From an optimization exercise on the open Yosys and OpenROAD flow, aimed at small area and a short achievable clock period; shortcuts taken in it are not production practice. In this exercise RTL edits were held to simulation tests only and were not proved equivalent to the original. No activity file was given, so power comes from the tool's default toggle rates.

**run.sh**
```bash
#!/bin/bash
# synth_recipe.tcl (not shown) runs the flow's synth.tcl, then flattens the netlist and writes it again
# the make line also repeats each setting of config.mk as NAME=value (left out here)
make -C /OpenROAD-flow-scripts/flow DESIGN_CONFIG=/design/flow/config.mk WORK_HOME=/design/flow/orfs CLKGATE_MAP_FILE= SYNTH_SCRIPT=/design/flow/synth_recipe.tcl finish
```
**config.mk**
```make
export PLATFORM = sky130hd
export DESIGN_NAME = snake_engine
export DESIGN_NICKNAME = snake_engine
export VERILOG_FILES = /design/flow/design.v
export SDC_FILE = /design/flow/constraint.sdc
export NUM_CORES = 4
export LEC_CHECK = 0
export CAP_MARGIN = 20
export CELL_PAD_IN_SITES_DETAIL_PLACEMENT = 1
export CELL_PAD_IN_SITES_GLOBAL_PLACEMENT = 2
export CORE_MARGIN = 2
export CORE_UTILIZATION = 25
export GPL_ROUTABILITY_DRIVEN = 1
export PLACE_DENSITY = 0.45
export SLEW_MARGIN = 20
```
**constraint.sdc**
```tcl
create_clock -name core_clock -period 10.5 [get_ports {clk}]
set_input_delay 2.1000 -clock core_clock [delete_from_list [all_inputs] [get_ports {clk}]]
set_output_delay 2.1000 -clock core_clock [all_outputs]
set_load 0.01 [all_outputs]
```
**design.v**
```verilog
module snake_engine #(
  parameter  int SIZE_X   = 10,
  parameter  int SIZE_Y   = 10,
  parameter  int WRAP     = 0,
  parameter  int INIT_LEN = 4,
  parameter  int SCORE_W  = 8,
  localparam int N        = SIZE_X * SIZE_Y,
  localparam int SBITS    = $clog2(N)
) (
  input  logic               clk,
  input  logic               rst,
  input  logic               start,
  input  logic               step,
  input  logic [1:0]         snake_dir,
  input  logic [SBITS-1:0]   seed,
  output logic [3*N-1:0]     field,
  output logic [SBITS-1:0]   apple_pos,
  output logic               busy,
  output logic               game_over,
  output logic               won,
  output logic [SCORE_W-1:0] score
);
  localparam int CW      = 7;
  localparam int LW      = 16;
  localparam int APPLE_I = (SIZE_Y / 2) * SIZE_X + SIZE_X / 2;
  typedef enum logic [2:0] {S_IDLE, S_RUN, S_PLACE, S_DEAD, S_WIN} state_t;
  state_t           r_state, w_next;
  logic [2:0]       r_field [N];
  logic [CW-1:0]    r_hx, r_hy, r_tx, r_ty;
  logic [1:0]       r_dir;
  logic [LW-1:0]    r_lfsr;
  logic [SBITS-1:0] r_ptr, r_cnt, r_apple_pos;
  logic             r_busy, r_game_over, r_won;
  logic [1:0]       w_dir, w_tail_dir;
  logic [CW-1:0]    w_nx, w_ny, w_ntx, w_nty;
  logic [SBITS-1:0] w_head_idx, w_new_idx, w_tail_idx, w_ptr_inc;
  logic [2:0]       w_target, w_tail_code, w_code;
  logic             w_oob, w_eat, w_body, w_dead, w_move, w_commit, w_slot_free, w_fb;
  function automatic logic [SBITS-1:0] cell_idx(input logic [CW-1:0] x, input logic [CW-1:0] y);
    cell_idx = SBITS'(32'(y) * 32'(SIZE_X) + 32'(x));
  endfunction
  function automatic logic [CW-1:0] nxt_x(input logic [CW-1:0] x, input logic [1:0] d);
    logic [CW-1:0] v;
    case (d)
      2'd1:    v = (x == CW'(SIZE_X - 1)) ? CW'(0) : x + CW'(1);
      2'd3:    v = (x == CW'(0)) ? CW'(SIZE_X - 1) : x - CW'(1);
      default: v = x;
    endcase
    nxt_x = v;
  endfunction
  function automatic logic [CW-1:0] nxt_y(input logic [CW-1:0] y, input logic [1:0] d);
    logic [CW-1:0] v;
    case (d)
      2'd0:    v = (y == CW'(0)) ? CW'(SIZE_Y - 1) : y - CW'(1);
      2'd2:    v = (y == CW'(SIZE_Y - 1)) ? CW'(0) : y + CW'(1);
      default: v = y;
    endcase
    nxt_y = v;
  endfunction
  function automatic logic [2:0] init_cell(input int i);
    logic [2:0] c;
    if ((i / SIZE_X) == 1 && (i % SIZE_X) >= 1 && (i % SIZE_X) <= INIT_LEN) begin
      c = 3'd2;
    end else if (i == APPLE_I) begin
      c = 3'd5;
    end else begin
      c = 3'd0;
    end
    init_cell = c;
  endfunction
  assign w_dir       = (snake_dir == (r_dir ^ 2'b10)) ? r_dir : snake_dir;
  assign w_nx        = nxt_x(r_hx, w_dir);
  assign w_ny        = nxt_y(r_hy, w_dir);
  assign w_oob       = (WRAP == 0) &&
                       ((w_dir == 2'd0 && r_hy == CW'(0)) ||
                        (w_dir == 2'd1 && r_hx == CW'(SIZE_X - 1)) ||
                        (w_dir == 2'd2 && r_hy == CW'(SIZE_Y - 1)) ||
                        (w_dir == 2'd3 && r_hx == CW'(0)));
  assign w_head_idx  = cell_idx(r_hx, r_hy);
  assign w_new_idx   = cell_idx(w_nx, w_ny);
  assign w_tail_idx  = cell_idx(r_tx, r_ty);
  assign w_target    = r_field[w_new_idx];
  assign w_eat       = (w_target == 3'd5);
  assign w_body      = (w_target >= 3'd1) && (w_target <= 3'd4);
  assign w_dead      = w_oob || (w_body && (w_new_idx != w_tail_idx));
  assign w_tail_code = r_field[w_tail_idx];
  assign w_tail_dir  = 2'(w_tail_code - 3'd1);
  assign w_ntx       = nxt_x(r_tx, w_tail_dir);
  assign w_nty       = nxt_y(r_ty, w_tail_dir);
  assign w_code      = {1'b0, w_dir} + 3'd1;
  assign w_move      = (r_state == S_RUN) && step && !start;
  assign w_commit    = w_move && !w_dead;
  assign w_slot_free = (r_field[r_ptr] == 3'd0);
  assign w_ptr_inc   = (r_ptr == SBITS'(N - 1)) ? SBITS'(0) : r_ptr + SBITS'(1);
  assign w_fb        = r_lfsr[15] ^ r_lfsr[13] ^ r_lfsr[12] ^ r_lfsr[10];
  always_comb begin
    w_next = r_state;
    if (start) begin
      w_next = S_RUN;
    end else begin
      case (r_state)
        S_RUN: begin
          if (step) begin
            if (w_dead)     w_next = S_DEAD;
            else if (w_eat) w_next = S_PLACE;
            else            w_next = S_RUN;
          end else begin
            w_next = S_RUN;
          end
        end
        S_PLACE: begin
          if (w_slot_free)                   w_next = S_RUN;
          else if (r_cnt == SBITS'(N - 1))   w_next = S_WIN;
          else                               w_next = S_PLACE;
        end
        default: w_next = r_state;
      endcase
    end
  end
  always_ff @(posedge clk or posedge rst) begin
    if (rst) begin
      r_state     <= S_IDLE;
      r_busy      <= 1'b0;
      r_game_over <= 1'b0;
      r_won       <= 1'b0;
    end else begin
      r_state     <= w_next;
      r_busy      <= (w_next == S_PLACE);
      r_game_over <= (w_next == S_DEAD);
      r_won       <= (w_next == S_WIN);
    end
  end
  always_ff @(posedge clk or posedge rst) begin
    if (rst) begin
      r_hx        <= CW'(0);
      r_hy        <= CW'(0);
      r_tx        <= CW'(0);
      r_ty        <= CW'(0);
      r_dir       <= 2'd0;
      r_lfsr      <= LW'(1);
      r_ptr       <= SBITS'(0);
      r_cnt       <= SBITS'(0);
      r_apple_pos <= SBITS'(0);
    end else if (start) begin
      r_hx        <= CW'(INIT_LEN);
      r_hy        <= CW'(1);
      r_tx        <= CW'(1);
      r_ty        <= CW'(1);
      r_dir       <= 2'd1;
      r_lfsr      <= (seed == SBITS'(0)) ? LW'(1) : LW'(seed);
      r_apple_pos <= SBITS'(APPLE_I);
    end else begin
      r_lfsr <= {r_lfsr[LW-2:0], w_fb};
      if (w_commit) begin
        r_dir <= w_dir;
        r_hx  <= w_nx;
        r_hy  <= w_ny;
        if (w_eat) begin
          r_ptr <= SBITS'(32'(r_lfsr) % 32'(N));
          r_cnt <= SBITS'(0);
        end else begin
          r_tx <= w_ntx;
          r_ty <= w_nty;
        end
      end else if (r_state == S_PLACE) begin
        if (w_slot_free) begin
          r_apple_pos <= r_ptr;
        end else begin
          r_ptr <= w_ptr_inc;
          r_cnt <= r_cnt + SBITS'(1);
        end
      end
    end
  end
  always_ff @(posedge clk or posedge rst) begin
    if (rst) begin
      for (int i = 0; i < N; i++) r_field[i] <= 3'd0;
    end else if (start) begin
      for (int i = 0; i < N; i++) r_field[i] <= init_cell(i);
    end else if (w_commit) begin
      r_field[w_head_idx] <= w_code;
      if (!w_eat) begin
        r_field[w_tail_idx] <= 3'd0;
      end
      r_field[w_new_idx] <= w_code;
    end else if (r_state == S_PLACE && w_slot_free) begin
      r_field[r_ptr] <= 3'd5;
    end
  end
  for (genvar gi = 0; gi < N; gi++) begin : g_field
    assign field[gi*3 +: 3] = r_field[gi];
  end
  assign apple_pos = r_apple_pos;
  assign busy      = r_busy;
  assign game_over = r_game_over;
  assign won       = r_won;
  logic [SCORE_W-1:0] r_score;
  always_ff @(posedge clk or posedge rst) begin
    if (rst) begin
      r_score <= SCORE_W'(0);
    end else if (start) begin
      r_score <= SCORE_W'(0);
    end else if (w_commit && w_eat && (r_score != {SCORE_W{1'b1}})) begin
      r_score <= r_score + SCORE_W'(1);
    end
  end
  assign score = r_score;
endmodule
```
==> impl_results.md <==
- Status: timing/DRC/antenna clean
- Worst skew pair latency: 0.69 ns
- Avg Cell Area, Syn: 7.24 sq um
- Post-route DRC: 0
- Vias in the first global route: 43.0k
- Placed cell areas: 0.0416 sq mm
- Register area: 0.00954 sq mm
- Share of power burned in registers: 16.4%
- Final core utilization: 34.1%
- Switching share of power: 59.4%
- Chip width: 362 um
- Vias: 44.9k
- Synthesized area: 0.0320 sq mm
- Initial antenna violation count: 49
- RSZ-0062 raised after global routing: no
- Worst-path fanout max: 50
- GR Util met2: 64.1%
- F_max: 0.0983 GHz
- Buffers on Ports: 330
- Logic gate share of total power: 73.9%
- Initial Utilization: 25.2%
- Worst vdd ir: 397 uV
- Worst Hold Class: reg2reg
- # fillers: 15.3k
- Pre-Repair DR Iteration Count: 9
- Clock Path Buffers: 3
- Syn_nets: 4,498
- Site row count: 131
- CTS tree: yes
- Layout cells sized above 1: 16.1%
- Startpoint class of the critical path: input pin
- Antenna-violating nets left: 0
- Largest net degree at the start of global routing: 140
- Setup CP Type: in2reg
- GR Layer Usage met1: 55.8%
- Hold depth: 1
- FF-to-FF path depth: 35
- Post-synth EDFFs: 0
- Worst-path clk slew: 0.06 ns
- Total wire length: 299 mm
- Minimum clock period: 10.18 ns
- RR Startpoint: r_hy[1]
- Worst EP required: 11.07 ns
- Global-route wire length before repair: 399 mm
- Setup TNS: 0 ns
- Cell area after layout: 0.0435 sq mm
- # nets final: 5,156
- Rel. slew slack: 16.4%
- Cell area power density: 466 mW/mm^2
- Vias/cell: 6.58
- Count of unique library cells instantiated by Yosys: 111
- Layout area overhead: 35.7%
- FFs w/ async S/R, synth: 100%
- Max stage delay cell, worst path: a222oi_1
- Die Y: 362 um
- #FFs+latches synth: 381
- Worst-Margin Slew: 1.25 ns
- Hold worst-path end: r_hy[6]
- Setup Buffers After CTS: 0
- Crit end category: flop
- Largest stage delay on the critical path: 0.64 ns
- Hold Buf Count CTS: 0
- Die ar.: 0.131 sq mm
- Leak Pwr: 16.9 nW
- Clk root buf: clkbuf_16
- R2r endpoint: r_field[72][1]
- Dpl hpwl: 227 mm
- Post-synthesis instance total: 4,429
- Non-filler instance count after layout: 6,821
- Iter 0 DRT Violations: 5,972
- Final period utilization: 96.9%
- Avg WL per Cell: 43.8 um
- Fin. max-slew vios: 0
- Ys Warns: 2
- Hold Fails Final Rpt: 0
- Clock Sink Count: 381
- Clock skew: 0.0441 ns
- Grt met3 use: 12.6%
- GRT overflow: 0
- Total chip power: 0.0203 W
- Area of the multi-input gates: 0.0211 sq mm
- Io pins: 331
- Gpl congestion: 1.12
- Top Usage Layer GRT: met2
- Setup violators final: 0
- Flop2flop setup slack: 1.39 ns
- # resized after CTS: 0
- Net Switching: 0.0120 W
- Seq/Total Area, Yosys: 29.8%
- Clock power frac: 9.7%
- CP most frequent cell: buf_4
- CTS Buf Count: 51
- DP Cell Count: 6,694
- HP Start: r_hy[6]
- Internal power: 0.00823 W
- Core area: 0.127 sq mm
- Top FF cell, synth: dfrtp_1
- Maxcap violations: 0
- H-Tree Level Count: 2
- Gr usage total: 44.4%
- Critical path arrival: 10.74 ns
per-stage QoR:
| step | setup slack, ns | hold WS (ns) |
|---|---|---|
| 6_report | 0.323 | 0.535 |
| 3_5_place_dp | -0.216 | 0.521 |
| 4_1_cts | 0.440 | 0.536 |
| 2_1_floorplan | 0.839 | 0.481 |
| 5_1_grt | 0.0769 | 0.568 |
| 3_3_place_gp | -0.397 | 0.501 |
cell families (layout without fill, tap and decap cells):
logic type | after synthesis | in the layout | synth area share (%)
other | 0 | 32 | 0
and+or+nand+nor | 1439 | 1439 | 19.9
adders and majority gates | 59 | 59 | 2.42
xor gates and xnor gates | 79 | 79 | 2.18
muxes | 40 | 40 | 1.30
AOI/OAI and AO/OA | 1962 | 1962 | 38.9
buffers and inverters | 469 | 1167 | 5.60
DFF | 381 | 381 | 29.8
layout by cell type, fill, tap and decap left out, types with 28 or more instances in the layout:
cell type	count
o21ai_0	699
nand2_1	677
buf_4	582
a21oi_1	417
dfrtp_1	380
clkdlybuf4s50_1	328
nor2_1	302
a22oi_1	215
inv_1	123
nand3_1	100
a31oi_1	75
a221oi_1	66
nor3_1	60
a32oi_1	59
clkbuf_16	52
xnor2_1	51
ha_1	50
a222oi_1	46
nand2b_1	42
a22o_1	39
o22ai_1	38
buf_12	38
o21a_1	34
nand4_1	34
diode_2	32
mux2i_1	30
o221ai_1	30
nor4_1	28
how the worst max path moves through the flow:
stage                 start        endpoint  slack [ns]
2_1_floorplan  snake_dir[0]        r_ptr[4]        0.84
3_3_place_gp   snake_dir[1]  r_field[42][0]       -0.40
3_5_place_dp   snake_dir[1]         r_tx[3]       -0.22
4_1_cts        snake_dir[1]         r_tx[0]        0.44
5_1_grt        snake_dir[1]        r_ptr[3]        0.08
6_report       snake_dir[1]  r_field[72][1]        0.32
cells in the mapped netlist (all sizes together) (39+ instances only):
cell type  count  area, sq um
a22o          39          342
a31oi         78          515
a32oi         59          517
nand2        680         2560
a22oi        215         1610
a221oi        67          587
nand2b        43          269
a222oi        46          460
nor3          85          430
ha            50          626
nand3        101          510
o22ai         39          250
a21oi        420         2110
clkbuf       320         1200
o21ai        721         3620
inv          124          465
xnor2         53          472
dfrtp        380         9510
nor2         333         1260
state kept, by name, indices dropped and copies added, names as in the netlist:
| signal | cells |
|---|---|
| r_field | 300 |
| r_lfsr | 16 |
| r_score | 8 |
| r_apple_pos | 7 |
| r_cnt | 7 |
| r_hx | 7 |
| r_hy | 7 |
| r_ptr | 7 |
| r_tx | 7 |
| r_ty | 7 |
| r_state | 3 |
| r_dir | 2 |
| r_busy | 1 |
| r_game_over | 1 |
| r_won | 1 |
power by group through the flow:
| stage | clock, W | sequential [W] | combinational [W] |
|---|---|---|---|
| after floorplan | 0 | 0.00250 | 0.00695 |
| after global placement | 0 | 0.00325 | 0.0142 |
| after detailed placement | 0 | 0.00324 | 0.0144 |
| after CTS | 0.00199 | 0.00322 | 0.0145 |
| after global routing | 0.00205 | 0.00323 | 0.0158 |
| final | 0.00196 | 0.00333 | 0.0150 |
routing by layer:
metal  routed length, um  up-vias
met2              122000     3068
met1              119000    22879
met5                 241        -
met3               30100      967
li1                    -    17925
met4               27100       30
area by class of cell:
type	instances	share of cell area (%)
Tap cell	1662	4.78
Inverter	125	1.09
Sequential cell	381	21.9
Clock inverter	15	0.625
Timing Repair Buffer	949	19.4
Antenna cell	32	0.184
Multi-Input combinational cell	3579	48.4
Clock buffer	78	3.56
critical path, delay by kind of cell:
kind	cells	cell delay, ns
AOI/OAI and AO/OA	9	2.05
xor gates and xnor gates	3	0.86
adders and majority gates	5	1.48
buffers and inverters	11	1.81
muxes	1	0.26
and+or+nand+nor	7	2.01

-- what the ideal ports hide --
No port has a modelled driver above. Below, the same layout with a new extraction and two added sets of constraints.
Step 1: set_driving_cell puts a clkbuf_16 on clk and a buf_2 on each other input, an assumption about the parent block.
Step 2, shift: input delay + t, output delay - t, t = (earliest + latest rising clock arrival at the registers) / 2. This alone moves slack from input paths to output paths.
a / b / c = no drivers / after step 1 / after step 2; a / b = the first two.
t (ns): 0.750
setup slack, ns: 0.323 / 0.386 / -0.363
cell pins on the clock port's net: 1
Met with ideal ports but missed after step 2: setup timing in this run. The setup slack of this run moves by +0.063 ns with the drivers and by -0.686 ns with both steps.
